Background: an optimization exercise with open tools, aiming at small area and a short achievable clock period. Do not read the settings as production practice. Function was checked by simulation only, so behaviour that the tests miss may differ from the original. Power is estimated from default activity; no workload was simulated.

`flow/run.sh`:
```
#!/bin/bash
# The standard layout (standard.sh, all steps), with one change in clock tree
# synthesis: larger sink clusters (24 sinks, 70 um) and no dummy loads, so the
# tree needs far fewer buffers. The make output goes to standard.log here; each
# step's own log is under orfs/logs/.
set -euo pipefail
here=$(cd "$(dirname "${BASH_SOURCE[0]}")/.." && pwd)
cd "$here"
export CTS_ARGS="-sink_clustering_enable -repair_clock_nets -dont_use_dummy_load -sink_clustering_size 24 -sink_clustering_max_diameter 70"
bash ./standard.sh > "$here/standard.log" 2>&1
```
`standard.sh`:
```
#!/bin/bash
# synth_recipe.tcl (not shown) runs the flow's synth.tcl, then flattens the netlist and writes it again
# the make line also repeats each setting of config.mk as NAME=value (left out here)
make -C /OpenROAD-flow-scripts/flow DESIGN_CONFIG=/design/flow/config.mk WORK_HOME=/design/flow/orfs CLKGATE_MAP_FILE= SYNTH_SCRIPT=/design/flow/synth_recipe.tcl "${@:-finish}"
```
`config.mk`:
```
export PLATFORM = sky130hd
export DESIGN_NAME = block_data_memory
export DESIGN_NICKNAME = block_data_memory
export VERILOG_FILES = /design/flow/design.v
export SDC_FILE = /design/flow/constraint.sdc
export NUM_CORES = 4
export LEC_CHECK = 0
export CAP_MARGIN = 20
export CORE_MARGIN = 2
export CORE_UTILIZATION = 60
export SETUP_SLACK_MARGIN = 2.85
export SLEW_MARGIN = 20
export SYNTH_HIERARCHICAL = 1
```
`constraint.sdc`:
```
create_clock -name core_clock -period 5.5 [get_ports {CLOCK}]
set_input_delay 1.1000 -clock core_clock [delete_from_list [all_inputs] [get_ports {CLOCK}]]
set_output_delay 1.1000 -clock core_clock [all_outputs]
set_load 0.01 [all_outputs]
```
`design.v`:
```
module block_data_memory #(
    parameter int LATENCY    = 5,
    parameter int ADDR_WIDTH = 6,
    parameter int DATA_WIDTH = 32
) (
    input  logic                  CLOCK,
    input  logic                  RESET_N,
    input  logic                  READ,
    input  logic                  WRITE,
    input  logic [ADDR_WIDTH-1:0] ADDRESS,
    input  logic [DATA_WIDTH-1:0] WRITEDATA,
    output logic [DATA_WIDTH-1:0] READDATA,
    output logic                  BUSYWAIT
);
    localparam int RB   = 2;                       
    localparam int RL   = 1 << RB;                 
    localparam int NR   = 1 << (ADDR_WIDTH - RB);  
    localparam int NGRP = NR / 3;                  
    logic                       idle_n;       
    logic                       busy_n;       
    logic [LATENCY-1:0]         acc;          
    logic                       start;        
    logic                       fire;         
    logic [ADDR_WIDTH-1:0]      req_addr;
    logic [DATA_WIDTH-1:0]      req_data;
    logic                       req_write;    
    logic                       cleared;      
    logic                       clr;          
    logic [DATA_WIDTH-1:0]      wbus;         
    logic [RB-1:0]              rot;          
    logic [RB-1:0]              pos;          
    logic [NR-1:0]              ring_sel;     
    logic [NR-1:0]              wr_word;      
    logic [NR-1:0]              wr_ring;      
    logic                       rd_take;      
    logic [DATA_WIDTH-1:0]      ring [NR][RL];
    logic [DATA_WIDTH-1:0]      rd_word;
    logic [DATA_WIDTH-1:0]      rd_hold;
    assign start = ~idle_n & (READ | WRITE);
    assign fire  = acc[LATENCY-1];
    always_ff @(posedge CLOCK or negedge RESET_N) begin
        if (!RESET_N) begin
            idle_n <= 1'b0;
            busy_n <= 1'b1;
            acc    <= '0;
            rot    <= '0;
            cleared <= 1'b0;
        end else begin
            idle_n <= ~((~idle_n & ~(READ | WRITE)) | (busy_n & idle_n));
            busy_n <= ~(start | (~busy_n & ~fire));
            acc    <= {acc[LATENCY-2:0], start};
            rot    <= rot + 1'b1;
            cleared <= cleared | (rot == '1);
        end
    end
    always_ff @(posedge CLOCK) begin
        if (start) begin
            req_addr  <= ADDRESS;
            req_data  <= WRITEDATA;
        end
    end
    always_ff @(posedge CLOCK or negedge RESET_N) begin
        if (!RESET_N) begin
            req_write <= 1'b0;
        end else if (start) begin
            req_write <= WRITE;
        end
    end
    assign clr  = ~cleared;
    for (genvar b = 0; b < DATA_WIDTH; b++) begin : g_wbus
        bdm_and2 u_and (.a(req_data[b]), .b(cleared), .y(wbus[b]));
    end
    assign pos     = req_addr[RB-1:0] + rot;
    assign rd_take = ~busy_n & (pos == '0);
    always_comb begin
        for (int r = 0; r < NR; r++) begin
            ring_sel[r] = (req_addr[ADDR_WIDTH-1:RB] == (ADDR_WIDTH-RB)'(r));
            wr_word[r]  = req_write & (pos == '1) & ring_sel[r];
        end
    end
    for (genvar r = 0; r < NR; r++) begin : g_wr
        bdm_xor2 u_xor (.a(clr), .b(wr_word[r]), .y(wr_ring[r]));
    end
    always_ff @(posedge CLOCK) begin
        for (int r = 0; r < NR; r++) begin
            ring[r][0] <= wr_ring[r] ? wbus : ring[r][RL-1];
            for (int k = 1; k < RL; k++) begin
                ring[r][k] <= ring[r][k-1];
            end
        end
    end
    for (genvar b = 0; b < DATA_WIDTH; b++) begin : g_bit
        logic [NGRP:0] grp_n;            
        logic [1:0]    l1;
        for (genvar g = 0; g < NGRP; g++) begin : g_grp
            bdm_aoi222 u_aoi (
                .s0(ring_sel[3*g]),   .d0(ring[3*g][0][b]),
                .s1(ring_sel[3*g+1]), .d1(ring[3*g+1][0][b]),
                .s2(ring_sel[3*g+2]), .d2(ring[3*g+2][0][b]),
                .y_n(grp_n[g])
            );
        end
        bdm_nand2 u_last (.a(ring_sel[NR-1]), .b(ring[NR-1][0][b]), .y_n(grp_n[NGRP]));
        bdm_nand3 u_l1_0 (.a(grp_n[0]), .b(grp_n[1]), .c(grp_n[2]), .y_n(l1[0]));
        bdm_nand3 u_l1_1 (.a(grp_n[3]), .b(grp_n[4]), .c(grp_n[5]), .y_n(l1[1]));
        assign rd_word[b] = l1[0] | l1[1];
    end
    always_ff @(posedge CLOCK) begin
        if (rd_take) begin
            rd_hold <= rd_word;
        end
    end
    always_ff @(posedge CLOCK or negedge RESET_N) begin
        if (!RESET_N) begin
            READDATA <= '0;
        end else if (fire && !req_write) begin
            READDATA <= rd_hold;
        end
    end
    logic bw_req_n;
    bdm_o21ai u_bw_req (.a1(READ),   .a2(WRITE),    .b1(RESET_N), .y_n(bw_req_n));
    bdm_o21ai u_bw_out (.a1(idle_n), .a2(bw_req_n), .b1(busy_n),  .y_n(BUSYWAIT));
endmodule
module bdm_aoi222 (
    input  logic s0, d0, s1, d1, s2, d2,
    output logic y_n
);
    assign y_n = ~((s0 & d0) | (s1 & d1) | (s2 & d2));
endmodule
module bdm_nand2 (
    input  logic a, b,
    output logic y_n
);
    assign y_n = ~(a & b);
endmodule
module bdm_nand3 (
    input  logic a, b, c,
    output logic y_n
);
    assign y_n = ~(a & b & c);
endmodule
module bdm_xor2 (
    input  logic a, b,
    output logic y
);
    assign y = a ^ b;
endmodule
module bdm_and2 (
    input  logic a, b,
    output logic y
);
    assign y = a & b;
endmodule
module bdm_o21ai (
    input  logic a1, a2, b1,
    output logic y_n
);
    assign y_n = ~((a1 | a2) & b1);
endmodule
```
==> impl_metrics.env, run 1 <==
export IMPL_status="timing/DRC/antenna clean"
export IMPL_first_global_vias=25700
export IMPL_max_slew_margin=0.226
export IMPL_io_pins=75
export IMPL_antenna_left=0
export IMPL_finalHoldViolCount=0
export IMPL_io_buffers=74
export IMPL_dpl_cell_area_sq_mm=0.0563
export IMPL_dp_hpwl_microns=65300
export IMPL_max_vdd_ir_drop_mv=0.317
export IMPL_max_stage_delay_ns=0.80
export IMPL_endpoint_kind="flop"
export IMPL_start_util=0.606
export IMPL_p_per_area_mw_per_mm2=488
export IMPL_antenna_found_initial=8
export IMPL_die_h_microns=303
export IMPL_min_to="ring[22][29]"
export IMPL_crit_slowest_cell="a222oi_1"
export IMPL_rr_startpoint="req_addr[5]"
export IMPL_drive_above_1_share=0.258
export IMPL_grt_pass1_wl_microns=168000
export IMPL_final_setup_tns_ns=0
export IMPL_regToRegSetupSlack_ns=2.71
export IMPL_grt_setup_unrepaired="yes"
export IMPL_grt_max_degree=34
export IMPL_ys_seq_elements=2161
export IMPL_clk_pin_slew_ns=0.09
export IMPL_finalNetCount=3501
export IMPL_wire_per_inst_microns=25.9
export IMPL_clock_path_buffers=3
export IMPL_criticalPathCategory="flop to flop"
export IMPL_whs_path_depth=0
export IMPL_root_buffer="clkbuf_16"
export IMPL_syn_to_final_growth_pct=13.8
export IMPL_worstMarginPinSlew_ns=1.16
export IMPL_n_fill_cell=5982
export IMPL_wl_microns=120000
export IMPL_clock_fmax_mhz=359
export IMPL_cts_tree="done"
export IMPL_worstPathRequired_ns=5.93
export IMPL_path_cells="buf_6 > buf_6 > nand2b_4 > nor2_4 > buf_12 > a222oi_1 > nand3_1 > or2_4"
export IMPL_yosysUniqueCellTypes=29
export IMPL_crit_arrival_ns=3.22
export IMPL_num_rows=109
export IMPL_syn_num_nets=3250
export IMPL_cts_max_level=3
export IMPL_reg2reg_depth=8
export IMPL_syn_instance_count=3206
export IMPL_fin_skew_ns=0.0356
export IMPL_clock_sinks=2161
export IMPL_yosysSeqAreaShare=0.822
export IMPL_stdcell_area_sq_mm=0.0612
export IMPL_via_per_inst=5.38
export IMPL_min_period_ns=2.79
export IMPL_yosysWarnings=9
export IMPL_setup_viol=0
export IMPL_crit_fanout=10
export IMPL_die_width_microns=303
export IMPL_cts_buffers=100
export IMPL_drv_slew=0
export IMPL_gp_congestion=0.763
export IMPL_vias=24900
export IMPL_hold_buffers=0
export IMPL_cp_start_kind="flop"
export IMPL_clkLatencyLatePin_ns=0.68
export IMPL_drtIter0Drc=2206
export IMPL_coreArea_sq_mm=0.0886
export IMPL_crit_top_cell="buf_6"
export IMPL_syn_area_per_cell_sq_um=16.8
export IMPL_fin_crit_sh=0.506
export IMPL_overflow=0
export IMPL_hold_class="flop to flop"
export IMPL_min_from="ring[21][29]"
export IMPL_drc=0
export IMPL_grtUsageTotal=0.250
export IMPL_synth_area_sq_mm=0.0538
export IMPL_cap_violations=0
export IMPL_die_area_sq_mm=0.0920
export IMPL_r2r_end="rd_hold[3]"
export IMPL_firstDrtPassIters=6
export IMPL_leakage_nw=24.6
[per-module statistics from Yosys (local to each module, per instance)]
module / times used / cells
bdm_aoi222: 160 / 1
bdm_and2: 32 / 1
bdm_o21ai: 2 / 1
block_data_memory: 1 / 2900
bdm_nand2: 32 / 1
bdm_xor2: 16 / 1
bdm_nand3: 64 / 1
[worst max-delay path: cells and delay by family (launching register included)]
| kind | cells | cell delay [ns] |
|---|---|---|
| simple gates | 4 | 0.85 |
| compound gates | 1 | 0.80 |
| flops | 1 | 0.45 |
| buf+inv | 3 | 0.43 |
[layer usage]
metal	up-vias	GRT usage	routed length (microns)
met3	157	0.0338	5780
li1	11500	-	-
met5	-	0	0
met2	570	0.396	55500
met4	0	0.0752	3040
met1	12700	0.360	55400
[synthesized netlist by cell type]
library cell  count  area [sq um]
nor4_2            9           113
dfrtp_1          42          1050
or2_2            34           213
a222oi_1        160          1600
ha_1              2          25.0
o21ai_1           2          10.0
nor2b_1           1          6.26
xnor3_2           1          23.8
xor2_1           16           140
nand2_1          35           131
clkbuf_1         55           206
nand2b_1          4          25.0
buf_2            52           260
mux2_2          480          5410
inv_1             4          15.0
o21ai_0           1          5.00
and2_1           32           200
nor3b_2           1          12.5
mux2_1           65           732
nor4_1            7          43.8
buf_6             1          11.3
o21a_1            1          7.51
or2_1             1          6.26
nand3_1          64           320
dfstp_2           1          26.3
nor2_1           16          60.1
edfxtp_1         70          2100
o21bai_1          1          7.51
dfxtp_1        2048         41000
[layout by cell type, fill, tap and decap left out, types with 19 or more instances in the layout]
cell and instances:
mux2_1 43, nand3_1 63, nand2_1 32, clkdlybuf4s50_1 38, xor2_4 19, buf_6 19
clkbuf_16 112, dfxtp_1 2048, dlygate4sd2_1 32, buf_4 94, buf_12 34, and2_1 32
or2_2 28, a222oi_1 160, dfrtp_1 40, mux2_2 461, edfxtp_1 70, mux2_4 41
[area by class of cell]
| class | instances | area (sq um) | area share |
|---|---|---|---|
| multi-input combinational | 936 | 10000 | 0.164 |
| tap | 1165 | 1460 | 0.0238 |
| sequential | 2161 | 44200 | 0.722 |
| inverter | 4 | 15.0 | 0.000245 |
| timing repair buffer | 254 | 2960 | 0.0485 |
| clock buffer | 100 | 2500 | 0.0409 |
| antenna | 5 | 12.5 | 0.000205 |
[cell families after synthesis]
family,after synthesis,share of synthesized area
AO/OA/AOI/OAI,165,0.0303
AND/OR/NAND/NOR,204,0.0210
multiplexers,545,0.114
flip-flops,2161,0.822
adder cells (fa/ha/maj),2,0.000465
buffers and inverters,112,0.00917
XOR/XNOR,17,0.00305
[worst max path at each step]
stage	startpoint	endpoint	slack [ns]	depth (start not counted)
3_3_place_gp	rot[0]	ring[44][20]	1.78	6
2_1_floorplan	req_addr[5]	rd_hold[0]	2.98	6
5_1_grt	req_addr[4]	rd_hold[9]	2.72	7
3_5_place_dp	rot[0]	ring[44][28]	1.66	6
6_report	req_addr[5]	rd_hold[3]	2.71	8
4_1_cts	req_addr[4]	rd_hold[20]	2.71	5
[power breakdown]
group / total, W / switching [W] / internal, W
clock: 0.00768 / 0.00443 / 0.00325
combinational: 0.00285 / 0.00162 / 0.00123
sequential: 0.0193 / 0.000878 / 0.0184
total: 0.0298 / 0.00693 / 0.0229
[through the flow]
step                      instances  utilization  hold WS, ns  setup slack, ns  power [W]
after floorplan                3206            -        0.310             2.98     0.0206
final                          4625        0.690        0.299             2.71     0.0298
after CTS                      4570        0.678        0.293             2.71     0.0298
after global routing           4620        0.690        0.297             2.72     0.0309
after global placement         4382        0.635        0.310             1.78     0.0219
after detailed placement       4385        0.635        0.312             1.66     0.0221
[state kept, by name, summed over array words and instances, names as in the netlist, 2 cells and up]
signal    flops
acc           5
req_addr      6
rot           2
READDATA     32
ring       2048
rd_hold      32
req_data     32
[repair_timing]
action | 4_1_cts | 5_1_grt
gates cloned | 5 | 13
gates resized for setup | 139 | 104
endpoints found under the setup margin | 577 | 456
buffers inserted | 80 | 36
pin swaps | 42 | 32
==> run 2, diff against run 1 <==
--- a/design.v
+++ b/design.v
@@ -30,3 +30,5 @@
     logic [RB-1:0]              rot;          
-    logic [RB-1:0]              pos;          
+    logic [RB-1:0]              pos_next;     
+    logic                       at_port;      
+    logic                       entering;     
     logic [NR-1:0]              ring_sel;     
@@ -72,4 +74,8 @@
     end
-    assign pos     = req_addr[RB-1:0] + rot;
-    assign rd_take = ~busy_n & (pos == '0);
+    assign pos_next = (start ? ADDRESS[RB-1:0] : req_addr[RB-1:0]) + rot + 1'b1;
+    always_ff @(posedge CLOCK) begin
+        at_port  <= (pos_next == '0);
+        entering <= (pos_next == '1);
+    end
+    assign rd_take = ~busy_n & at_port;
     always_comb begin
@@ -77,3 +83,3 @@
             ring_sel[r] = (req_addr[ADDR_WIDTH-1:RB] == (ADDR_WIDTH-RB)'(r));
-            wr_word[r]  = req_write & (pos == '1) & ring_sel[r];
+            wr_word[r]  = req_write & entering & ring_sel[r];
         end
--- a/config.mk
+++ b/config.mk
@@ -10,3 +10,3 @@
 export CORE_UTILIZATION = 60
-export SETUP_SLACK_MARGIN = 2.85
+export SETUP_SLACK_MARGIN = 2.9
 export SLEW_MARGIN = 20
==> run 2 against run 1 <==
Still clean. Clock skew up 0.0087 ns. Utilization decreased by 1.7 points. Power increased by 2.7%. Clock power barely moved. Critical endpoint is now rd_hold[8].
==> impl_metrics.env, run 2 <==
export IMPL_status="timing/DRC/antenna clean"
export IMPL_largest_reg_flops=2048
export IMPL_firstDrtPassIters=8
export IMPL_cts_buffers=100
export IMPL_largest_register="ring"
export IMPL_path_buf_inv=3
export IMPL_final_setup_tns_ns=0
export IMPL_clkLatencyLatePin_ns=0.68
export IMPL_hold_class="flop to flop"
export IMPL_io_buffers=74
export IMPL_grt_pass1_wl_microns=165000
export IMPL_yosys_area_share_simple=0.0200
export IMPL_cpLargestDelayFamily="simple AND/OR/NAND/NOR gates"
export IMPL_synth_largest_area_cell="dfxtp_1"
export IMPL_die_h_microns=303
export IMPL_power_net_switching_w=0.00706
export IMPL_fin_crit_sh=0.509
export IMPL_synth_xor_area_frac=0.00293
export IMPL_max_vdd_ir_drop_mv=0.337
export IMPL_p_per_area_mw_per_mm2=514
export IMPL_wl_microns=113000
export IMPL_overflow=0
export IMPL_cp_start_kind="flop"
export IMPL_grt_max_degree=42
export IMPL_num_rows=109
export IMPL_netlist_top_cells_area="dfxtp_1 76%, mux2_2 11%, edfxtp_1 3.9%, a222oi_1 3.0%, dfrtp_1 2.0%"
export IMPL_cap_violations=0
export IMPL_clock_fmax_mhz=357
export IMPL_worstPathRequired_ns=5.94
export IMPL_root_buffer="clkbuf_16"
export IMPL_muxShareOfSynthArea=0.115
export IMPL_hold_buffers=0
export IMPL_async_flop_share=0.0199
export IMPL_grt_setup_unrepaired="yes"
export IMPL_vias=24500
export IMPL_ys_seq_elements=2163
export IMPL_syn_area_per_cell_sq_um=16.7
export IMPL_yosysSeqAreaShare=0.822
export IMPL_clock_path_buffers=3
export IMPL_die_area_sq_mm=0.0921
export IMPL_syn_to_final_growth_pct=10.8
export IMPL_clk_pin_slew_ns=0.09
export IMPL_synth_ff_type="dfxtp_1"
export IMPL_setup_ws_ns=2.70
export IMPL_dpl_cell_area_sq_mm=0.0563
export IMPL_syn_num_nets=3262
export IMPL_grtUsageTotal=0.245
export IMPL_synth_top_family_by_area="multiplexers"
export IMPL_max_slew_margin=0.332
export IMPL_fin_skew_ns=0.0443
export IMPL_final_cell_mix="2050 x dfxtp_1, 505 x mux2_2, 160 x a222oi_1"
export IMPL_synth_fa_ha_area_frac=0.000465
export IMPL_drive_above_1_share=0.237
export IMPL_drtIter0Drc=1978
export IMPL_crit_slowest_cell="a222oi_1"
export IMPL_yosysMostFrequentCell="dfxtp_1"
export IMPL_crit_top_cell="buf_4"
export IMPL_worstMarginPinSlew_ns=1.00
export IMPL_p_int_w=0.0236
export IMPL_synthTopCellsByCount="2050 x dfxtp_1, 505 x mux2_2, 160 x a222oi_1"
export IMPL_drv_slew=0
export IMPL_path_cells="buf_4 > buf_4 > nand2_4 > nor2_4 > buf_6 > a222oi_1 > nand3_1 > or2_2"
export IMPL_die_width_microns=303
export IMPL_swShare=0.230
export IMPL_wire_per_inst_microns=24.9
export IMPL_dp_hpwl_microns=64000
export IMPL_yosysUniqueCellTypes=29
export IMPL_min_period_ns=2.80
export IMPL_netlist_area_leader_share=0.763
export IMPL_cts_tree="done"
export IMPL_holdWs_ns=0.299
export IMPL_coreArea_sq_mm=0.0886
export IMPL_criticalPathCategory="flop to flop"
export IMPL_endpoint_kind="flop"
export IMPL_setup_viol=0
export IMPL_seqPwrFrac=0.661
export IMPL_via_per_inst=5.37
export IMPL_max_stage_delay_ns=0.61
export IMPL_final_common_cell="dfxtp_1"
export IMPL_clkPwrFrac=0.250
export IMPL_start_util=0.607
export IMPL_finalNetCount=3433
export IMPL_syn_instance_count=3218
export IMPL_pre_cts_slack_ns=1.87
export IMPL_drc=0
export IMPL_p_comb_frac=0.089
export IMPL_antenna_left=0
export IMPL_leakage_nw=24.1
export IMPL_regToRegSetupSlack_ns=2.70
export IMPL_stdcell_area_sq_mm=0.0596
export IMPL_synth_edf_count=70
export IMPL_utilization=0.673
export IMPL_cts_max_level=3
export IMPL_yosysWarnings=9
export IMPL_crit_fanout=20
export IMPL_io_pins=75
export IMPL_gp_congestion=0.772
export IMPL_first_global_vias=25300
export IMPL_clock_sinks=2163
export IMPL_finalHoldViolCount=0
export IMPL_antenna_found_initial=3
export IMPL_crit_arrival_ns=3.24
export IMPL_synth_compound_area_share=0.0304
export IMPL_synth_area_sq_mm=0.0538
[run 2: changes by cell type in the layout (fill, tap and decap cells not counted), moves of 10 or more]
cell       change
buf_8         -12
nor2_1        +19
nor4_4        -16
buf_4         -26
buf_12        -17
mux2_4        -37
mux2_2        +44
clkbuf_16     -10
[run 2: timing repair]
| item | 4_1_cts | 5_1_grt |
|---|---|---|
| cloned | 0 | 3 |
| resized for setup | 60 | 46 |
| setup endpoints to repair | 499 | 103 |
| setup buffers | 47 | 13 |
| pin swaps | 26 | 34 |
[run 2: modules after synthesis, one instance, submodules excluded]
module,times used,area (sq um),cells
bdm_o21ai,2,5.00,1
bdm_nand3,64,5.00,1
bdm_and2,32,6.26,1
bdm_nand2,32,3.75,1
block_data_memory,1,51400,2912
bdm_aoi222,160,10.0,1
bdm_xor2,16,8.76,1
[run 2: power by group through the flow]
stage	sequential, W	combinational, W	clock [W]
floorplan	0.0201	0.00149	0
global placement	0.0204	0.00258	0
detailed placement	0.0206	0.00264	0
CTS	0.0203	0.00268	0.00782
global route	0.0206	0.00289	0.00839
finish	0.0202	0.00272	0.00767
[run 2: worst reg2reg max path: cells and delay by family (launching register included)]
kind | cells | cell delay (ns)
simple gates | 4 | 0.96
compound gates | 1 | 0.61
buf+inv | 3 | 0.56
flops | 1 | 0.45
[run 2: metal layers]
layer | up-vias | global-route usage | share of wire
li1 | 11400 | - | -
met5 | - | 0 | 0
met4 | 0 | 0.0500 | 0.015
met1 | 12400 | 0.377 | 0.50
met2 | 570 | 0.364 | 0.43
met3 | 114 | 0.0446 | 0.056
[run 2: metrics by stage]
step / power [W] / std cells
floorplan: 0.0216 / 3218
finish: 0.0306 / 4556
detailed placement: 0.0232 / 4389
global route: 0.0318 / 4552
global placement: 0.0230 / 4389
CTS: 0.0308 / 4536
[run 2: final timing paths]
path                             start  depth (start not counted)     endpoint
max reg2reg                req_addr[3]                          8   rd_hold[8]
min reg2reg                ring[21][3]                          0  ring[22][3]
max in group asynchronous      RESET_N                          2      cleared
max                        req_addr[3]                          8   rd_hold[8]
min                        ring[21][3]                          0  ring[22][3]
min in group asynchronous      RESET_N                          2       idle_n
[run 2: cells by family after synthesis]
family / after synthesis
flops: 2163
fa+ha+maj: 2
mux: 549
compound gates: 164
simple gates: 213
buf+inv: 109
xor+xnor: 18
[run 2: final cells by class]
| class | count | area [sq um] |
|---|---|---|
| Sequential cell | 2163 | 44200 |
| Fill cell | 6105 | 29000 |
| Multi-Input combinational cell | 947 | 9680 |
| Clock buffer | 100 | 2500 |
| Timing Repair Buffer | 173 | 1740 |
| Tap cell | 1165 | 1460 |
| Inverter | 4 | 17.5 |
| Antenna cell | 4 | 10.0 |
==> run 3, diff against run 2 <==
==> flow/run.sh (replaced) <==
#!/bin/bash
# The standard layout (standard.sh, all steps), with one change in clock tree
# synthesis: larger sink clusters (27 sinks, 75 um) and no dummy loads, so the
# tree needs far fewer buffers. The make output goes to standard.log here; each
# step's own log is under orfs/logs/.
set -euo pipefail
here=$(cd "$(dirname "${BASH_SOURCE[0]}")/.." && pwd)
cd "$here"
export CTS_ARGS="-sink_clustering_enable -repair_clock_nets -dont_use_dummy_load -sink_clustering_size 27 -sink_clustering_max_diameter 75"
bash ./standard.sh > "$here/standard.log" 2>&1
--- a/config.mk
+++ b/config.mk
@@ -9,3 +9,3 @@
 export CORE_MARGIN = 2
-export CORE_UTILIZATION = 60
+export CORE_UTILIZATION = 70
 export SETUP_SLACK_MARGIN = 2.9
==> run 3 against run 2 <==
Clock skew increased by 0.010 ns. Via count increased by 0.31%. Worst hold slack got worse by 0.011 ns. Synthesized cell count unchanged. First-iteration DRC count increased by 15%. Utilization increased by 10 points. Wire length decreased by 2.0%. Die area decreased by 14%. Non-clock buffer count decreased by 25. Register-to-register slack improved by 0.22 ns. Largest cell class unchanged.
==> impl_metrics.env, run 3 <==
export IMPL_clkLatencyLatePin_ns=0.68
export IMPL_grtUsageMet3=0.0429
export IMPL_grt_max_degree=44
export IMPL_dp_hpwl_microns=60800
export IMPL_synth_ff_type="dfxtp_1"
export IMPL_overflow=0
export IMPL_final_cell_mix="2050 x dfxtp_1, 505 x mux2_2, 160 x a222oi_1"
export IMPL_die_area_sq_mm=0.0791
export IMPL_die_width_microns=281
export IMPL_async_flop_share=0.0199
export IMPL_crit_fanout=2
export IMPL_syn_num_nets=3262
export IMPL_cts_tree="done"
export IMPL_power_w=0.0302
export IMPL_max_slew_margin=0.344
export IMPL_yosysUniqueCellTypes=29
export IMPL_clk_pin_slew_ns=0.09
export IMPL_netlist_top_cells_area="dfxtp_1 76%, mux2_2 11%, edfxtp_1 3.9%, a222oi_1 3.0%, dfrtp_1 2.0%"
export IMPL_hold_class="flop to flop"
export IMPL_antenna_left=0
export IMPL_vias=24500
export IMPL_firstDrtPassIters=6
export IMPL_via_per_inst=5.60
export IMPL_yosysSeqAreaShare=0.822
export IMPL_p_per_area_mw_per_mm2=513
export IMPL_wire_per_inst_microns=25.4
export IMPL_final_setup_tns_ns=0
export IMPL_n_antenna_cell=0
export IMPL_setup_viol=0
export IMPL_worstMarginPinSlew_ns=0.983
export IMPL_path_buf_inv=2
export IMPL_cts_buffers=90
export IMPL_cap_violations=0
export IMPL_num_rows=101
export IMPL_io_buffers=74
export IMPL_drv_slew=0
export IMPL_syn_to_final_growth_pct=9.23
export IMPL_finalHoldViolCount=0
export IMPL_reg2reg_depth=6
export IMPL_finalNetCount=3397
export IMPL_drc=0
export IMPL_gp_congestion=0.774
export IMPL_synth_largest_area_cell="dfxtp_1"
export IMPL_synth_edf_count=70
export IMPL_criticalPathCategory="primary input to output pin"
export IMPL_netlist_area_leader_share=0.763
export IMPL_drtIter0Drc=2272
export IMPL_worstPathRequired_ns=4.40
export IMPL_antenna_found_initial=2
export IMPL_busiest_layer="met2"
export IMPL_leakage_nw=23.7
export IMPL_clock_path_buffers=3
export IMPL_clock_fmax_mhz=375
export IMPL_endpoint_kind="output pin"
export IMPL_regToRegSetupSlack_ns=2.92
export IMPL_max_vdd_ir_drop_mv=0.337
export IMPL_yosysMostFrequentCell="dfxtp_1"
export IMPL_synth_area_sq_mm=0.0538
export IMPL_cp_start_kind="primary input"
export IMPL_grt_use_met1=0.413
export IMPL_status="timing/DRC/antenna clean"
export IMPL_synthTopCellsByCount="2050 x dfxtp_1, 505 x mux2_2, 160 x a222oi_1"
export IMPL_min_from="ring[5][30]"
export IMPL_clock_sinks=2163
export IMPL_crit_slowest_cell="buf_2"
export IMPL_hold_buffers=0
export IMPL_cts_max_level=3
export IMPL_drive_above_1_share=0.226
export IMPL_crit_arrival_ns=1.57
export IMPL_whs_path_depth=0
export IMPL_root_buffer="clkbuf_16"
export IMPL_startpoint="RESET_N"
export IMPL_max_stage_delay_ns=0.15
export IMPL_syn_instance_count=3218
export IMPL_grt_pass1_wl_microns=163000
export IMPL_largest_register="ring"
export IMPL_die_h_microns=281
export IMPL_yosysWarnings=9
export IMPL_io_pins=75
export IMPL_first_global_vias=25300
export IMPL_cpLargestDelayFamily="buffers and inverters"
export IMPL_grtUsageTotal=0.283
export IMPL_ys_seq_elements=2163
export IMPL_syn_area_per_cell_sq_um=16.7
export IMPL_rr_startpoint="req_addr[3]"
export IMPL_coreArea_sq_mm=0.0761
export IMPL_min_to="ring[6][30]"
export IMPL_grt_util_met2=0.450
export IMPL_fin_skew_ns=0.0544
export IMPL_path_cells="buf_4 > o21ai_2 > o21ai_1 > buf_2"
export IMPL_largest_reg_flops=2048
export IMPL_wl_microns=111000
export IMPL_grt_setup_unrepaired="yes"
export IMPL_fin_crit_sh=0.485
export IMPL_r2r_end="rd_hold[6]"
export IMPL_min_period_ns=2.67
export IMPL_final_common_cell="dfxtp_1"
export IMPL_start_util=0.707
run 3: cells by family after synthesis:
kind of cell | share of synthesized area
buf+inv | 0.00916
simple gates | 0.0200
flops | 0.822
xor+xnor | 0.00293
fa+ha+maj | 0.000465
mux | 0.115
compound gates | 0.0304
run 3: modules after synthesis (local to each module, per instance):
module / times used / flops+latches / cells
bdm_and2: 32 / 0 / 1
block_data_memory: 1 / 2163 / 2912
bdm_xor2: 16 / 0 / 1
bdm_nand2: 32 / 0 / 1
bdm_nand3: 64 / 0 / 1
bdm_aoi222: 160 / 0 / 1
bdm_o21ai: 2 / 0 / 1
run 3: stage by stage:
stage	area [sq um]	hold slack [ns]	util	std cells	setup WS [ns]
6_report	58800	0.288	0.773	4381	2.83
4_1_cts	58700	0.289	0.771	4376	2.47
5_1_grt	58800	0.290	0.773	4381	2.83
3_5_place_dp	56100	0.312	0.737	4255	1.92
2_1_floorplan	53800	0.310	-	3218	3.04
3_3_place_gp	56100	0.310	0.737	4255	1.91
run 3: worst max path at each step:
stage	endpoint	slack [ns]	cells past startpoint
after global routing	BUSYWAIT	2.83	4
after global placement	BUSYWAIT	1.91	4
final	BUSYWAIT	2.83	4
after floorplan	rd_hold[0]	3.04	6
after detailed placement	BUSYWAIT	1.92	4
after CTS	BUSYWAIT	2.47	4
run 3: power by group:
part	internal (W)	switching (W)	leakage (nW)
Clock	0.00294	0.00435	1.11
Combinational	0.00117	0.00145	4.82
Sequential	0.0191	0.00113	17.8
run 3: layer usage:
layer,up-vias,routed length (microns)
met4,0,2570
met5,-,0
met3,160,6550
met1,12500,50600
li1,11200,-
met2,681,51500
run 3: layout make-up:
class,instances,area (sq um)
Inverter,4,17.5
Tap cell,1030,1290
Multi-Input combinational cell,946,9590
Sequential cell,2163,44200
Clock buffer,90,2250
Fill cell,4426,17300
Timing Repair Buffer,148,1400
run 3: repair_timing:
item                                   CTS  global route
setup buffers                           31             5
endpoints found under the hold margin    0             0
resized for setup                       63            34
pin swaps                               19            10
setup endpoints to repair              466            72
==> run 4, diff against run 3 <==
--- a/design.v
+++ b/design.v
@@ -23,3 +23,3 @@
     logic                       fire;         
-    logic [ADDR_WIDTH-1:0]      req_addr;
+    logic [RB-1:0]              req_addr;     
     logic [DATA_WIDTH-1:0]      req_data;
@@ -59,3 +59,4 @@
         if (start) begin
-            req_addr  <= ADDRESS;
+            req_addr  <= ADDRESS[RB-1:0];
+            for (int r = 0; r < NR; r++) ring_sel[r] <= (ADDRESS[ADDR_WIDTH-1:RB] == (ADDR_WIDTH-RB)'(r));
             req_data  <= WRITEDATA;
@@ -74,3 +75,3 @@
     end
-    assign pos_next = (start ? ADDRESS[RB-1:0] : req_addr[RB-1:0]) + rot + 1'b1;
+    assign pos_next = (start ? ADDRESS[RB-1:0] : req_addr) + rot + 1'b1;
     always_ff @(posedge CLOCK) begin
@@ -82,3 +83,2 @@
         for (int r = 0; r < NR; r++) begin
-            ring_sel[r] = (req_addr[ADDR_WIDTH-1:RB] == (ADDR_WIDTH-RB)'(r));
             wr_word[r]  = req_write & entering & ring_sel[r];
==> run 4 against run 3 <==
Synthesized cell count rose by 0.12%. Still clean. Maximum frequency about the same. Largest cell class unchanged. Critical endpoint unchanged. Cell area hardly changed. Sequential power increased by 18%. Die area is 0.62% higher.
==> impl_metrics.env, run 4 <==
export IMPL_vias=24400
export IMPL_clock_fmax_mhz=375
export IMPL_ys_seq_elements=2175
export IMPL_die_h_microns=282
export IMPL_endpoint_kind="output pin"
export IMPL_overflow=0
export IMPL_synth_ff_type="dfxtp_1"
export IMPL_hold_class="flop to flop"
export IMPL_hold_buffers=0
export IMPL_grt_pass1_wl_microns=162000
export IMPL_clkLatencyLatePin_ns=0.68
export IMPL_num_rows=101
export IMPL_netlist_top_cells_area="dfxtp_1 76%, mux2_2 11%, edfxtp_1 4.4%, a222oi_1 3.0%, dfrtp_1 1.9%"
export IMPL_min_period_ns=2.66
export IMPL_rr_startpoint="ring_sel[3]"
export IMPL_grt_setup_unrepaired="yes"
export IMPL_antenna_left=0
export IMPL_drive_above_1_share=0.217
export IMPL_via_per_inst=5.56
export IMPL_leakage_nw=23.7
export IMPL_final_setup_tns_ns=0
export IMPL_synth_edf_count=80
export IMPL_io_buffers=74
export IMPL_antenna_found_initial=1
export IMPL_first_global_vias=26000
export IMPL_whs_path_depth=0
export IMPL_async_flop_share=0.0198
export IMPL_setup_viol=0
export IMPL_drtIter0Drc=2004
export IMPL_p_per_area_mw_per_mm2=619
export IMPL_synthTopCellsByCount="2052 x dfxtp_1, 505 x mux2_2, 160 x a222oi_1"
export IMPL_fin_crit_sh=0.484
export IMPL_max_vdd_ir_drop_mv=0.405
export IMPL_synth_area_sq_mm=0.0541
export IMPL_syn_instance_count=3222
export IMPL_io_pins=75
export IMPL_drv_slew=0
export IMPL_yosysSeqAreaShare=0.823
export IMPL_wl_microns=108000
export IMPL_yosysWarnings=9
export IMPL_worstPathRequired_ns=4.40
export IMPL_die_width_microns=282
export IMPL_dp_hpwl_microns=64000
export IMPL_status="timing/DRC/antenna clean"
export IMPL_largest_register="ring"
export IMPL_start_util=0.711
export IMPL_criticalPathCategory="primary input to output pin"
export IMPL_final_common_cell="dfxtp_1"
export IMPL_worstMarginPinSlew_ns=1.04
export IMPL_final_cell_mix="2052 x dfxtp_1, 505 x mux2_2, 160 x a222oi_1"
export IMPL_yosysUniqueCellTypes=29
export IMPL_syn_num_nets=3266
export IMPL_utilization=0.771
export IMPL_cts_tree="done"
export IMPL_syn_to_final_growth_pct=8.52
export IMPL_fin_skew_ns=0.0417
export IMPL_synth_largest_area_cell="dfxtp_1"
export IMPL_drc=0
export IMPL_clock_path_buffers=3
export IMPL_min_to="ring[55][8]"
export IMPL_cts_buffers=90
export IMPL_root_buffer="clkbuf_16"
export IMPL_largest_reg_flops=2048
export IMPL_reg2reg_depth=4
export IMPL_crit_fanout=3
export IMPL_finalNetCount=3393
export IMPL_r2r_end="rd_hold[17]"
export IMPL_regToRegSetupSlack_ns=2.86
export IMPL_wire_per_inst_microns=24.6
export IMPL_gp_congestion=0.811
export IMPL_cap_violations=0
export IMPL_clock_sinks=2175
export IMPL_grtUsageTotal=0.274
export IMPL_coreArea_sq_mm=0.0762
export IMPL_finalHoldViolCount=0
export IMPL_yosysMostFrequentCell="dfxtp_1"
export IMPL_die_area_sq_mm=0.0796
export IMPL_netlist_area_leader_share=0.759
export IMPL_cts_max_level=3
export IMPL_min_from="ring[54][8]"
export IMPL_crit_arrival_ns=1.56
export IMPL_cp_start_kind="primary input"
export IMPL_clk_pin_slew_ns=0.10
export IMPL_grt_max_degree=36
export IMPL_firstDrtPassIters=6
export IMPL_max_slew_margin=0.307
export IMPL_syn_area_per_cell_sq_um=16.8
==> run 4: report_power, final <==
group	internal (W)	total, W	switching (W)
sequential	0.0218	0.0239	0.00205
combinational	0.00240	0.00518	0.00278
clock	0.00294	0.00731	0.00436
total	0.0272	0.0364	0.00920
==> run 4: cell families (layout without fill, tap and decap cells) <==
family          Yosys count  in the layout  synth area share
simple gates            207            207            0.0200
buf+inv                 107            232           0.00897
flops                  2175           2175             0.823
other cells               0              2                 0
compound gates          164            164            0.0302
xor+xnor                 18             18           0.00291
fa+ha+maj                 2              2          0.000462
mux                     549            549             0.114
==> run 4: worst max path at each step <==
| stage | start | to | slack, ns | depth (start not counted) |
|---|---|---|---|---|
| global route | RESET_N | BUSYWAIT | 2.80 | 4 |
| floorplan | WRITE | req_data[0] | 2.93 | 2 |
| CTS | READ | BUSYWAIT | 2.25 | 4 |
| detailed placement | WRITE | BUSYWAIT | 1.89 | 4 |
| global placement | WRITE | BUSYWAIT | 1.83 | 4 |
| finish | WRITE | BUSYWAIT | 2.84 | 4 |
==> run 4: layer usage <==
layer,vias to the layer above,global-route usage,wire [microns]
li1,11300,-,-
met2,585,0.463,52600
met3,162,0.0307,4610
met1,12400,0.375,47400
met4,0,0.0882,3290
met5,-,0,0
==> run 4: what timing repair did <==
item,CTS,global route
setup buffers,23,0
resized for setup,44,18
endpoints found under the setup margin,538,2
pin swaps,17,3
==> run 4: final cells by class <==
type	instances	area (sq um)
flip-flops and latches	2175	44600
fillers	4418	17400
multi-input cells	940	9430
clock buffers	90	2250
well taps	1030	1290
repair buffers	137	1180
inverters	5	31.3
diodes	2	5.00
==> run 4: modules after synthesis, one instance, submodules excluded, excerpt <==
module      cells  area [sq um]  flip-flops and latches  times used
bdm_aoi222      1          10.0                       0         160
bdm_xor2        1          8.76                       0          16
bdm_and2        1          6.26                       0          32
bdm_o21ai       1          5.00                       0           2
bdm_nand3       1          5.00                       0          64
bdm_nand2       1          3.75                       0          32
==> run 4: stage by stage <==
stage          instance area, sq um  total power (W)  std cells  setup slack [ns]  hold WS (ns)
6_report                      58800           0.0364       4379              2.84         0.293
3_3_place_gp                  56300           0.0289       4264              1.83         0.310
2_1_floorplan                 54100           0.0265       3222              2.93         0.310
3_5_place_dp                  56300           0.0294       4264              1.89         0.312
5_1_grt                       58800           0.0378       4377              2.80         0.308
4_1_cts                       58700           0.0365       4377              2.25         0.296
==> run 4: critical path, cell delays in order <==
cell and delay, ns:
buf_4 0.14, o21ai_4 0.12, o21ai_2 0.06, buf_2 0.14
==> run 5, diff against run 4 <==
--- a/design.v
+++ b/design.v
@@ -24,3 +24,4 @@
     logic [RB-1:0]              req_addr;     
-    logic [DATA_WIDTH-1:0]      req_data;
+    logic [DATA_WIDTH-1:0]      xfer;         
+    logic [DATA_WIDTH-1:0]      xfer_in;
     logic                       req_write;    
@@ -39,3 +40,2 @@
     logic [DATA_WIDTH-1:0]      rd_word;
-    logic [DATA_WIDTH-1:0]      rd_hold;
     assign start = ~idle_n & (READ | WRITE);
@@ -61,3 +61,2 @@
             for (int r = 0; r < NR; r++) ring_sel[r] <= (ADDRESS[ADDR_WIDTH-1:RB] == (ADDR_WIDTH-RB)'(r));
-            req_data  <= WRITEDATA;
         end
@@ -73,3 +72,3 @@
     for (genvar b = 0; b < DATA_WIDTH; b++) begin : g_wbus
-        bdm_and2 u_and (.a(req_data[b]), .b(cleared), .y(wbus[b]));
+        bdm_and2 u_and (.a(xfer[b]), .b(cleared), .y(wbus[b]));
     end
@@ -80,3 +79,3 @@
     end
-    assign rd_take = ~busy_n & at_port;
+    assign rd_take = ~busy_n & ~req_write & at_port;
     always_comb begin
@@ -89,5 +88,13 @@
     end
+    logic [DATA_WIDTH-1:0] ring_in [NR];
+    for (genvar r = 0; r < NR; r++) begin : g_port
+        logic keep;
+        assign keep = ~wr_ring[r];
+        for (genvar b = 0; b < DATA_WIDTH; b++) begin : g_bit
+            bdm_ao22 u_ao (.a1(ring[r][RL-1][b]), .a2(keep), .b1(wbus[b]), .b2(wr_ring[r]), .y(ring_in[r][b]));
+        end
+    end
     always_ff @(posedge CLOCK) begin
         for (int r = 0; r < NR; r++) begin
-            ring[r][0] <= wr_ring[r] ? wbus : ring[r][RL-1];
+            ring[r][0] <= ring_in[r];
             for (int k = 1; k < RL; k++) begin
@@ -113,5 +120,8 @@
     end
+    for (genvar b = 0; b < DATA_WIDTH; b++) begin : g_xfer
+        bdm_ao22 u_ao (.a1(WRITEDATA[b]), .a2(start), .b1(rd_word[b]), .b2(~start), .y(xfer_in[b]));
+    end
     always_ff @(posedge CLOCK) begin
-        if (rd_take) begin
-            rd_hold <= rd_word;
+        if ((start && WRITE) || rd_take) begin
+            xfer <= xfer_in;
         end
@@ -122,3 +132,3 @@
         end else if (fire && !req_write) begin
-            READDATA <= rd_hold;
+            READDATA <= xfer;
         end
@@ -147,2 +157,8 @@
 endmodule
+module bdm_ao22 (
+    input  logic a1, a2, b1, b2,
+    output logic y
+);
+    assign y = (a1 & a2) | (b1 & b2);
+endmodule
 module bdm_xor2 (
==> run 5 against run 4 <==
Still clean on timing, DRC and antenna. Cell count decreased by 0.89%. Critical path depth unchanged. Global-route usage up 4.2 points. Register-to-register slack improved by 0.09 ns. Power grew 12%. Critical path type unchanged. Critical endpoint unchanged. Highest routed layer is now met5.
==> impl_metrics.env, run 5 <==
export IMPL_cap_violations=0
export IMPL_clock_path_buffers=3
export IMPL_leakage_nw=23.0
export IMPL_coreArea_sq_mm=0.0731
export IMPL_synth_ff_type="dfxtp_1"
export IMPL_num_rows=99
export IMPL_seqPwrFrac=0.649
export IMPL_yosysUniqueCellTypes=29
export IMPL_ys_seq_elements=2143
export IMPL_drv_slew=0
export IMPL_max_vdd_ir_drop_mv=0.434
export IMPL_swShare=0.276
export IMPL_min_period_ns=2.65
export IMPL_clkPwrFrac=0.177
export IMPL_max_slew_margin=0.292
export IMPL_final_common_cell="dfxtp_1"
export IMPL_yosysWarnings=10
export IMPL_largest_reg_flops=2048
export IMPL_status="timing/DRC/antenna clean"
export IMPL_grt_max_degree=51
export IMPL_cts_buffers=89
export IMPL_clk_pin_slew_ns=0.09
export IMPL_via_per_inst=6.20
export IMPL_vias=26900
export IMPL_reg_top3="ring: 2048 flops, READDATA: 32 flops, xfer: 32 flops"
export IMPL_hold_class="flop to flop"
export IMPL_synth_edf_count=48
export IMPL_p_comb_frac=0.174
export IMPL_clkLatencyLatePin_ns=0.67
export IMPL_cts_tree="done"
export IMPL_fin_crit_sh=0.481
export IMPL_hold_buffers=0
export IMPL_worstMarginPinSlew_ns=1.06
export IMPL_drive_above_1_share=0.0808
export IMPL_endpoint_kind="output pin"
export IMPL_async_flop_share=0.0201
export IMPL_route_met2_wl_microns=56000
export IMPL_start_util=0.709
export IMPL_wire_per_inst_microns=27.9
export IMPL_finalHoldViolCount=0
export IMPL_final_cell_mix="2051 x dfxtp_1, 544 x a22o_1, 160 x a222oi_1"
export IMPL_cts_max_level=3
export IMPL_syn_num_nets=3191
export IMPL_met1_length_microns=52900
export IMPL_first_global_vias=27700
export IMPL_die_width_microns=276
export IMPL_finalNetCount=3425
export IMPL_dp_hpwl_microns=67400
export IMPL_worstPathRequired_ns=4.40
export IMPL_io_buffers=74
export IMPL_yosysMostFrequentCell="dfxtp_1"
export IMPL_grt_setup_unrepaired="yes"
export IMPL_io_pins=75
export IMPL_syn_to_final_growth_pct=9.82
export IMPL_firstDrtPassIters=18
export IMPL_cp_start_kind="primary input"
export IMPL_netlist_top_cells_area="dfxtp_1 79%, a22o_1 9.2%, a222oi_1 3.1%, edfxtp_1 2.8%, dfrtp_1 2.0%"
export IMPL_antenna_left=0
export IMPL_met3_wirelength_microns=8740
export IMPL_gp_congestion=0.789
export IMPL_regToRegSetupSlack_ns=2.95
export IMPL_overflow=0
export IMPL_wl_microns=121000
export IMPL_holdWs_ns=0.309
export IMPL_clock_sinks=2143
export IMPL_crit_fanout=2
export IMPL_die_h_microns=276
export IMPL_largest_register="ring"
export IMPL_root_buffer="clkbuf_16"
export IMPL_synth_area_sq_mm=0.0518
export IMPL_syn_instance_count=3147
export IMPL_grtUsageTotal=0.317
export IMPL_p_int_w=0.0295
export IMPL_antenna_found_initial=5
export IMPL_top_layer="met5"
export IMPL_clock_fmax_mhz=378
export IMPL_drtIter0Drc=2903
export IMPL_fin_skew_ns=0.0365
export IMPL_syn_area_per_cell_sq_um=16.5
export IMPL_setup_viol=0
export IMPL_yosysSeqAreaShare=0.841
export IMPL_synthTopCellsByCount="2052 x dfxtp_1, 544 x a22o_1, 160 x a222oi_1"
export IMPL_netlist_area_leader_share=0.793
export IMPL_synth_largest_area_cell="dfxtp_1"
export IMPL_crit_arrival_ns=1.55
export IMPL_final_setup_tns_ns=0
export IMPL_grt_pass1_wl_microns=180000
export IMPL_drc=0
export IMPL_p_per_area_mw_per_mm2=716
export IMPL_power_net_switching_w=0.0113
export IMPL_criticalPathCategory="primary input to output pin"
export IMPL_die_area_sq_mm=0.0762
[run 5: cell count changes in the layout (fill, tap and decap cells not counted), sizes merged, moves of 4 or more]
cell and delta:
mux2 -513, a22o +544, nand2 +4, clkinvlp +14, inv +4, edfxtp -32
buf +10
[run 5: area by class of cell]
cell class | count | area, sq um
clock buffers | 89 | 2230
diodes | 2 | 5.00
well taps | 959 | 1200
inverters | 22 | 134
multi-input cells | 976 | 8410
repair inverters | 1 | 7.51
repair buffers | 148 | 1330
fillers | 4262 | 16200
flip-flops and latches | 2143 | 43600
[run 5: critical path: stages]
cell     delay, ns
buf_8         0.10
o21ai_2       0.13
o21ai_1       0.07
buf_2         0.14
[run 5: routing by layer]
metal	vias to the layer above	global-route usage
li1	11900	-
met1	13800	0.454
met2	1061	0.507
met3	215	0.0497
met4	2	0.0891
met5	-	0
[run 5: stage by stage]
stage	util	setup WS, ns	total power [W]	area, sq um	instances
after global placement	0.745	1.90	0.0329	54400	4225
after CTS	0.778	2.86	0.0407	56800	4334
after floorplan	-	2.40	0.0297	52000	3147
after detailed placement	0.745	1.83	0.0335	54400	4225
after global routing	0.779	2.82	0.0424	56900	4338
final	0.779	2.85	0.0408	56900	4340
[run 5: power groups by stage]
| stage | logic [W] | clock network [W] | registers (W) |
|---|---|---|---|
| 2_1_floorplan | 0.00407 | 0 | 0.0256 |
| 3_3_place_gp | 0.00667 | 0 | 0.0263 |
| 3_5_place_dp | 0.00686 | 0 | 0.0266 |
| 4_1_cts | 0.00695 | 0.00727 | 0.0264 |
| 5_1_grt | 0.00744 | 0.00780 | 0.0271 |
| 6_report | 0.00710 | 0.00723 | 0.0264 |
[run 5: kinds of logic (layout without fill, tap and decap cells)]
| group | after synthesis | after routing | synth area share |
|---|---|---|---|
| mux | 36 | 36 | 0.00792 |
| fa+ha+maj | 2 | 2 | 0.000483 |
| simple gates | 211 | 211 | 0.0212 |
| other cells | 0 | 2 | 0 |
| compound gates | 709 | 709 | 0.124 |
| buf+inv | 28 | 260 | 0.00261 |
| flops | 2143 | 2143 | 0.841 |
| xor+xnor | 18 | 18 | 0.00304 |
[run 5: modules after synthesis (local to each module, per instance)]
module | flip-flops and latches | copies in the design | area (sq um)
bdm_and2 | 0 | 32 | 6.26
bdm_ao22 | 0 | 544 | 8.76
bdm_aoi222 | 0 | 160 | 10.0
bdm_nand2 | 0 | 32 | 3.75
bdm_nand3 | 0 | 64 | 5.00
bdm_o21ai | 0 | 2 | 5.00
bdm_xor2 | 0 | 16 | 8.76
block_data_memory | 2143 | 1 | 44700
[run 5: path summary, 6_finish.rpt]
check,startpoint,end,cells past startpoint
setup / recovery,READ,BUSYWAIT,4
hold / removal,ring[14][27],ring[15][27],0
setup reg to reg,cleared,ring[24][19],6
hold reg to reg,ring[14][27],ring[15][27],0
max in group asynchronous,RESET_N,cleared,2
min in group asynchronous,RESET_N,READDATA[8],2
[run 5: what timing repair did]
| item | 4_1_cts | 5_1_grt |
|---|---|---|
| setup endpoints to repair | 594 | 137 |
| resized for setup | 72 | 5 |
| cloned | 1 | 0 |
| pin swaps | 2 | 2 |
| buffers inserted | 19 | 3 |
==> run 6, diff against run 5 <==
--- a/config.mk
+++ b/config.mk
@@ -9,3 +9,3 @@
 export CORE_MARGIN = 2
-export CORE_UTILIZATION = 70
+export CORE_UTILIZATION = 65
 export SETUP_SLACK_MARGIN = 2.9
==> run 6 against run 5 <==
First-iteration DRC count is 14% lower. Sequential share of layout area is 0.28 points lower. Cell count grew 2.3%. Maximum frequency is 0.26% higher. Worst hold slack lost 0.011 ns. Wire length decreased by 1.4%. Clock skew up 0.0061 ns. Critical path depth unchanged. Clock power barely moved. Via count fell by 1.6%. Critical path type unchanged. Highest routed layer unchanged.
==> impl_metrics.env, run 6 <==
export IMPL_path_cells="buf_8 > o21ai_2 > o21ai_1 > buf_2"
export IMPL_max_vdd_ir_drop_mv=0.370
export IMPL_syn_area_per_cell_sq_um=16.5
export IMPL_cts_max_level=3
export IMPL_regToRegSetupSlack_ns=2.87
export IMPL_io_pins=75
export IMPL_hold_buffers=0
export IMPL_gp_congestion=0.799
export IMPL_netlist_area_leader_share=0.793
export IMPL_vias=26500
export IMPL_worstPathRequired_ns=4.40
export IMPL_syn_instance_count=3147
export IMPL_r2r_end="xfer[1]"
export IMPL_num_rows=103
export IMPL_fin_skew_ns=0.0426
export IMPL_drive_above_1_share=0.0833
export IMPL_stdcell_area_sq_mm=0.0571
export IMPL_grt_pass1_wl_microns=177000
export IMPL_hold_class="flop to flop"
export IMPL_grtUsageTotal=0.290
export IMPL_fin_crit_sh=0.480
export IMPL_drv_slew=0
export IMPL_status="timing/DRC/antenna clean"
export IMPL_syn_num_nets=3191
export IMPL_max_slew_margin=0.207
export IMPL_cp_endpoint="BUSYWAIT"
export IMPL_final_setup_tns_ns=0
export IMPL_antenna_left=0
export IMPL_final_common_cell="dfxtp_1"
export IMPL_cpLargestDelayFamily="buffers and inverters"
export IMPL_die_area_sq_mm=0.0820
export IMPL_synthTopCellsByCount="2052 x dfxtp_1, 544 x a22o_1, 160 x a222oi_1"
export IMPL_setup_ws_ns=2.86
export IMPL_clk_pin_slew_ns=0.10
export IMPL_synth_ff_type="dfxtp_1"
export IMPL_worst_path_stages=4
export IMPL_swShare=0.278
export IMPL_max_stage_delay_ns=0.14
export IMPL_p_int_w=0.0295
export IMPL_async_flop_share=0.0201
export IMPL_seqPwrFrac=0.645
export IMPL_drtIter0Drc=2506
export IMPL_start_util=0.656
export IMPL_via_per_inst=5.97
export IMPL_die_h_microns=286
export IMPL_reg_top3="ring: 2048 flops, READDATA: 32 flops, xfer: 32 flops"
export IMPL_cts_tree="done"
export IMPL_p_per_area_mw_per_mm2=717
export IMPL_overflow=0
export IMPL_synth_area_sq_mm=0.0518
export IMPL_largest_register="ring"
export IMPL_n_fill_cell=5074
export IMPL_root_buffer="clkbuf_16"
export IMPL_cap_violations=0
export IMPL_clkPwrFrac=0.177
export IMPL_syn_to_final_growth_pct=10.2
export IMPL_dpl_cell_area_sq_mm=0.0545
export IMPL_synth_edf_count=48
export IMPL_antenna_found_initial=10
export IMPL_finalNetCount=3431
export IMPL_crit_slowest_cell="buf_2"
export IMPL_path_buf_inv=2
export IMPL_reg2reg_depth=6
export IMPL_synth_largest_area_cell="dfxtp_1"
export IMPL_first_global_vias=27400
export IMPL_yosysSeqAreaShare=0.841
export IMPL_ys_seq_elements=2143
export IMPL_cts_buffers=89
export IMPL_drc=0
export IMPL_final_cell_mix="2052 x dfxtp_1, 544 x a22o_1, 160 x a222oi_1"
export IMPL_grt_setup_unrepaired="yes"
export IMPL_finalHoldViolCount=0
export IMPL_clock_sinks=2143
export IMPL_clock_path_buffers=3
export IMPL_dp_hpwl_microns=67900
export IMPL_wire_per_inst_microns=26.9
export IMPL_p_comb_frac=0.177
export IMPL_firstDrtPassIters=6
export IMPL_yosysMostFrequentCell="dfxtp_1"
export IMPL_io_buffers=74
export IMPL_clock_fmax_mhz=379
export IMPL_startpoint="WRITE"
export IMPL_clkLatencyLatePin_ns=0.68
export IMPL_min_period_ns=2.64
export IMPL_yosysUniqueCellTypes=29
export IMPL_netlist_top_cells_area="dfxtp_1 79%, a22o_1 9.2%, a222oi_1 3.1%, edfxtp_1 2.8%, dfrtp_1 2.0%"
export IMPL_wl_microns=120000
export IMPL_cp_start_kind="primary input"
export IMPL_grt_max_degree=51
export IMPL_leakage_nw=23.0
export IMPL_criticalPathCategory="primary input to output pin"
export IMPL_endpoint_kind="output pin"
export IMPL_power_net_switching_w=0.0114
export IMPL_coreArea_sq_mm=0.0790
export IMPL_pre_cts_slack_ns=1.95
export IMPL_crit_fanout=3
export IMPL_rr_startpoint="ring_sel[6]"
export IMPL_die_width_microns=286
export IMPL_worstMarginPinSlew_ns=1.19
export IMPL_largest_reg_flops=2048
export IMPL_yosysWarnings=10
export IMPL_crit_arrival_ns=1.54
export IMPL_setup_viol=0
[run 6: worst min-delay path by stage]
stage	from	endpoint	cells after the start
3_3_place_gp	ring[58][0]	ring[59][0]	0
6_report	ring[30][12]	ring[31][12]	0
3_5_place_dp	ring[10][18]	ring[11][18]	0
2_1_floorplan	ring[9][0]	ring[10][0]	0
4_1_cts	ring[30][12]	ring[31][12]	0
5_1_grt	ring[22][27]	ring[23][27]	0
[run 6: area by class of cell]
| cell class | instances | area [sq um] | share of cell area |
|---|---|---|---|
| diodes | 3 | 7.51 | 0.000131 |
| repair inverters | 1 | 7.51 | 0.000131 |
| clock buffers | 89 | 2230 | 0.0390 |
| flip-flops and latches | 2143 | 43600 | 0.763 |
| inverters | 22 | 134 | 0.00234 |
| multi-input cells | 976 | 8420 | 0.147 |
| well taps | 1050 | 1310 | 0.0230 |
| repair buffers | 154 | 1410 | 0.0247 |
[run 6: cells by family (layout without fill, tap and decap cells)]
| kind of cell | count (synthesis) | in the layout | share of synthesized area |
|---|---|---|---|
| AO/OA/AOI/OAI | 709 | 709 | 0.124 |
| XOR/XNOR | 18 | 18 | 0.00304 |
| adder cells (fa/ha/maj) | 2 | 2 | 0.000483 |
| buffers and inverters | 28 | 266 | 0.00261 |
| flip-flops | 2143 | 2143 | 0.841 |
| multiplexers | 36 | 36 | 0.00792 |
| other | 0 | 3 | 0 |
| AND/OR/NAND/NOR | 211 | 211 | 0.0212 |
[run 6: timing repair]
item	4_1_cts	5_1_grt
endpoints found under the setup margin	482	163
pin swaps	5	4
gates resized for setup	69	23
gates cloned	1	0
setup buffers	23	3
[run 6: power groups by stage]
stage / Clock (W) / Combinational, W / Sequential [W]
after floorplan: 0 / 0.00407 / 0.0256
after global placement: 0 / 0.00685 / 0.0263
after detailed placement: 0 / 0.00699 / 0.0266
after CTS: 0.00733 / 0.00714 / 0.0264
after global routing: 0.00787 / 0.00765 / 0.0271
final: 0.00726 / 0.00726 / 0.0264
[run 6: Yosys stat by module, one instance, submodules excluded]
module,cells inside,cell area [sq um],times used
bdm_aoi222,1,10.0,160
block_data_memory,2297,44700,1
bdm_nand2,1,3.75,32
bdm_and2,1,6.26,32
bdm_ao22,1,8.76,544
bdm_xor2,1,8.76,16
bdm_nand3,1,5.00,64
bdm_o21ai,1,5.00,2
[run 6: per-stage QoR]
step	total power [W]	util	instances	hold slack, ns
after floorplan	0.0297	-	3147	0.310
after global placement	0.0331	0.691	4319	0.310
after detailed placement	0.0336	0.691	4319	0.312
after CTS	0.0409	0.722	4432	0.296
after global routing	0.0426	0.723	4436	0.309
final	0.0409	0.723	4438	0.298
[run 6: metal layers]
metal | GRT usage | vias up | routed length [microns]
met5 | 0.00698 | - | 103
met4 | 0.0793 | 6 | 2750
met3 | 0.0570 | 177 | 8930
met2 | 0.445 | 886 | 53400
met1 | 0.425 | 13500 | 54400
li1 | - | 11900 | -
==> run 7, diff against run 6 <==
--- a/config.mk
+++ b/config.mk
@@ -9,4 +9,4 @@
 export CORE_MARGIN = 2
-export CORE_UTILIZATION = 65
-export SETUP_SLACK_MARGIN = 2.9
+export CORE_UTILIZATION = 70
+export SETUP_SLACK_MARGIN = 3.1
 export SLEW_MARGIN = 20
==> run 7 against run 6 <==
Clock power is essentially flat. Critical path depth is the same. Sequential share of layout area shrank 0.16 points. Cell area grew 0.20%. Non-clock buffer count grew 34. Combinational power is essentially flat. Power grew 0.21%. Worst hold slack gained 0.00056 ns. Global-route usage grew 3.7 points. Area after synthesis is the same. Largest power group unchanged.
==> impl_metrics.env, run 7 <==
export IMPL_setup_viol=0
export IMPL_worstMarginPinSlew_ns=1.11
export IMPL_drv_slew=0
export IMPL_seqPwrFrac=0.646
export IMPL_synthTopCellsByCount="2052 x dfxtp_1, 544 x a22o_1, 160 x a222oi_1"
export IMPL_cp_endpoint="BUSYWAIT"
export IMPL_cts_buffers=89
export IMPL_criticalPathCategory="primary input to output pin"
export IMPL_first_global_vias=28500
export IMPL_clkPwrFrac=0.177
export IMPL_dpl_cell_area_sq_mm=0.0545
export IMPL_drc=0
export IMPL_max_slew_margin=0.260
export IMPL_ys_seq_elements=2143
export IMPL_yosysUniqueCellTypes=29
export IMPL_clk_pin_slew_ns=0.10
export IMPL_drtIter0Drc=3107
export IMPL_fin_skew_ns=0.0395
export IMPL_crit_fanout=3
export IMPL_cp_start_kind="primary input"
export IMPL_status="timing/DRC/antenna clean"
export IMPL_netlist_area_leader_share=0.793
export IMPL_grt_max_degree=44
export IMPL_cap_violations=0
export IMPL_endpoint_kind="output pin"
export IMPL_reg_top3="ring: 2048 flops, READDATA: 32 flops, xfer: 32 flops"
export IMPL_syn_area_per_cell_sq_um=16.5
export IMPL_clkLatencyLatePin_ns=0.68
export IMPL_die_width_microns=276
export IMPL_multi_input_area_sq_mm=0.00842
export IMPL_async_flop_share=0.0201
export IMPL_clock_fmax_mhz=373
export IMPL_largest_register="ring"
export IMPL_n_fill_cell=4153
export IMPL_start_util=0.709
export IMPL_synth_ff_type="dfxtp_1"
export IMPL_num_rows=99
export IMPL_die_area_sq_mm=0.0762
export IMPL_via_per_inst=6.27
export IMPL_syn_instance_count=3147
export IMPL_final_common_cell="dfxtp_1"
export IMPL_syn_num_nets=3191
export IMPL_n_antenna_cell=0
export IMPL_coreArea_sq_mm=0.0731
export IMPL_antenna_left=0
export IMPL_dp_hpwl_microns=69000
export IMPL_regToRegSetupSlack_ns=3.12
export IMPL_stdcell_area_sq_mm=0.0572
export IMPL_worstPathRequired_ns=4.40
export IMPL_antenna_found_initial=5
export IMPL_min_period_ns=2.68
export IMPL_yosysWarnings=10
export IMPL_final_cell_mix="2052 x dfxtp_1, 544 x a22o_1, 160 x a222oi_1"
export IMPL_ff_latch_area_sq_mm=0.0436
export IMPL_cts_max_level=3
export IMPL_synth_area_sq_mm=0.0518
export IMPL_setup_ws_ns=2.82
export IMPL_io_pins=75
export IMPL_fin_crit_sh=0.488
export IMPL_reg2reg_depth=5
export IMPL_p_comb_frac=0.178
export IMPL_r2r_end="xfer[6]"
export IMPL_finalNonFillerCells=4378
export IMPL_clock_sinks=2143
export IMPL_vias=27500
export IMPL_swShare=0.277
export IMPL_io_buffers=74
export IMPL_grt_pass1_wl_microns=185000
export IMPL_die_h_microns=276
export IMPL_drive_above_1_share=0.101
export IMPL_overflow=0
export IMPL_startpoint="WRITE"
export IMPL_netlist_top_cells_area="dfxtp_1 79%, a22o_1 9.2%, a222oi_1 3.1%, edfxtp_1 2.8%, dfrtp_1 2.0%"
export IMPL_firstDrtPassIters=17
export IMPL_p_int_w=0.0296
export IMPL_rr_startpoint="ring_sel[4]"
export IMPL_clock_path_buffers=3
export IMPL_leakage_nw=23.2
export IMPL_finalHoldViolCount=0
export IMPL_largest_reg_flops=2048
export IMPL_final_setup_tns_ns=0
export IMPL_synth_edf_count=48
export IMPL_p_per_area_mw_per_mm2=717
export IMPL_hold_buffers=0
export IMPL_gp_congestion=0.813
export IMPL_cts_tree="done"
export IMPL_finalNetCount=3465
export IMPL_crit_arrival_ns=1.58
export IMPL_wire_per_inst_microns=28.8
export IMPL_pre_cts_slack_ns=1.99
export IMPL_yosysMostFrequentCell="dfxtp_1"
export IMPL_placedCellCount=4230
export IMPL_wl_microns=126000
export IMPL_syn_to_final_growth_pct=10.4
export IMPL_grt_setup_unrepaired="yes"
export IMPL_power_net_switching_w=0.0114
export IMPL_synth_largest_area_cell="dfxtp_1"
export IMPL_hold_class="flop to flop"
export IMPL_grtUsageTotal=0.328
export IMPL_max_vdd_ir_drop_mv=0.428
export IMPL_yosysSeqAreaShare=0.841
export IMPL_root_buffer="clkbuf_16"
[run 7: cell counts after synthesis]
Identical to the previous run, type by type.
[run 7: per-stage QoR]
step | hold slack, ns | util | total power, W
6_report | 0.299 | 0.783 | 0.0410
5_1_grt | 0.303 | 0.783 | 0.0425
4_1_cts | 0.297 | 0.783 | 0.0409
3_5_place_dp | 0.312 | 0.746 | 0.0335
3_3_place_gp | 0.310 | 0.746 | 0.0329
2_1_floorplan | 0.310 | - | 0.0297
[run 7: cell type report]
class,count,share of cell area
inverter,22,0.00240
timing repair inverter,1,0.000131
sequential,2143,0.762
multi-input combinational,976,0.147
tap,959,0.0210
clock buffer,89,0.0389
timing repair buffer,188,0.0288
[run 7: kinds of logic after synthesis]
group                      count (synthesis)  synth area share
and+or+nand+nor                          211            0.0212
buffers and inverters                     28           0.00261
xor gates and xnor gates                  18           0.00304
DFF                                     2143             0.841
muxes                                     36           0.00792
AOI/OAI and AO/OA                        709             0.124
adders and majority gates                  2          0.000483
[run 7: how the worst min path moves through the flow]
stage	startpoint	endpoint	slack, ns	depth (start not counted)
after floorplan	ring[9][0]	ring[10][0]	0.31	0
after global placement	ring[13][3]	ring[14][3]	0.31	0
after detailed placement	ring[33][25]	ring[34][25]	0.31	0
after CTS	ring[21][26]	ring[22][26]	0.30	0
after global routing	ring[45][15]	ring[46][15]	0.30	0
final	ring[21][26]	ring[22][26]	0.30	0
[run 7: timing repair]
item,4_1_cts,5_1_grt
hold endpoints to repair,0,0
buffers inserted,48,10
pin swaps,4,10
gates resized for setup,141,28
gates cloned,1,0
endpoints found under the setup margin,595,50
[run 7: power by group through the flow]
| stage | logic [W] | registers, W | clock network [W] |
|---|---|---|---|
| detailed placement | 0.00680 | 0.0267 | 0 |
| finish | 0.00729 | 0.0265 | 0.00724 |
| floorplan | 0.00407 | 0.0256 | 0 |
| global placement | 0.00658 | 0.0263 | 0 |
| CTS | 0.00714 | 0.0264 | 0.00728 |
| global route | 0.00761 | 0.0271 | 0.00781 |
[run 7: per-module statistics from Yosys, one instance, submodules excluded]
module | area (sq um) | flops+latches | copies in the design
bdm_o21ai | 5.00 | 0 | 2
bdm_aoi222 | 10.0 | 0 | 160
bdm_nand3 | 5.00 | 0 | 64
bdm_xor2 | 8.76 | 0 | 16
bdm_ao22 | 8.76 | 0 | 544
bdm_nand2 | 3.75 | 0 | 32
bdm_and2 | 6.26 | 0 | 32
block_data_memory | 44700 | 2143 | 1
[run 7: per-layer routing]
layer / track usage / vias to the layer above / wire, microns / part of all wire
met5: 0 / - / 38 / 0.00030
met4: 0.146 / 6 / 5930 / 0.047
met3: 0.0586 / 290 / 10200 / 0.081
met2: 0.496 / 1244 / 55700 / 0.44
met1: 0.468 / 14000 / 54000 / 0.43
li1: - / 12000 / - / -
[run 7: worst max-delay path: stages]
cell	delay [ns]
buf_8	0.11
o21ai_4	0.16
o21ai_2	0.08
buf_2	0.14

static timing again, ports no longer ideal:
The flow's constraints put no driver on any port. The routed layouts listed below were extracted and timed again, unchanged, in two steps. Step 1 sets driving cells, clkbuf_16 on the clock port and buf_2 on the other inputs (assumed; they add their load-dependent delay and slew). Step 2 times the ports against the registers' clock, not the clock port: input delays grow and output delays shrink by t, the midpoint of the rising clock arrivals with the driver on. Slacks: ideal ports / drivers / drivers and shift; pairs: ideal ports / drivers.
| run | t (ns) | setup WS [ns] | hold slack, ns | cell pins on the clock port's net |
|---|---|---|---|---|
| run 1 | 0.728 | 2.715 / 2.715 / 2.715 | 0.299 / 0.299 / 0.299 | 1 |
| run 2 | 0.722 | 2.700 / 2.700 / 2.650 | 0.299 / 0.299 / 0.299 | 1 |
| run 3 | 0.721 | 2.835 / 2.714 / 2.640 | 0.288 / 0.288 / 0.288 | 1 |
| run 4 | 0.723 | 2.837 / 2.792 / 2.742 | 0.293 / 0.293 / 0.293 | 1 |
| run 5 | 0.722 | 2.854 / 2.814 / 2.388 | 0.309 / 0.309 / 0.309 | 1 |
| run 6 | 0.717 | 2.861 / 2.820 / 2.529 | 0.298 / 0.298 / 0.298 | 1 |
| run 7 | 0.720 | 2.819 / 2.777 / 2.599 | 0.299 / 0.299 / 0.299 | 1 |
After both steps setup and hold are still met in every run listed. For run 5, which loses most, drivers alone change the setup slack by -0.040 ns; drivers and shift together by -0.466 ns.
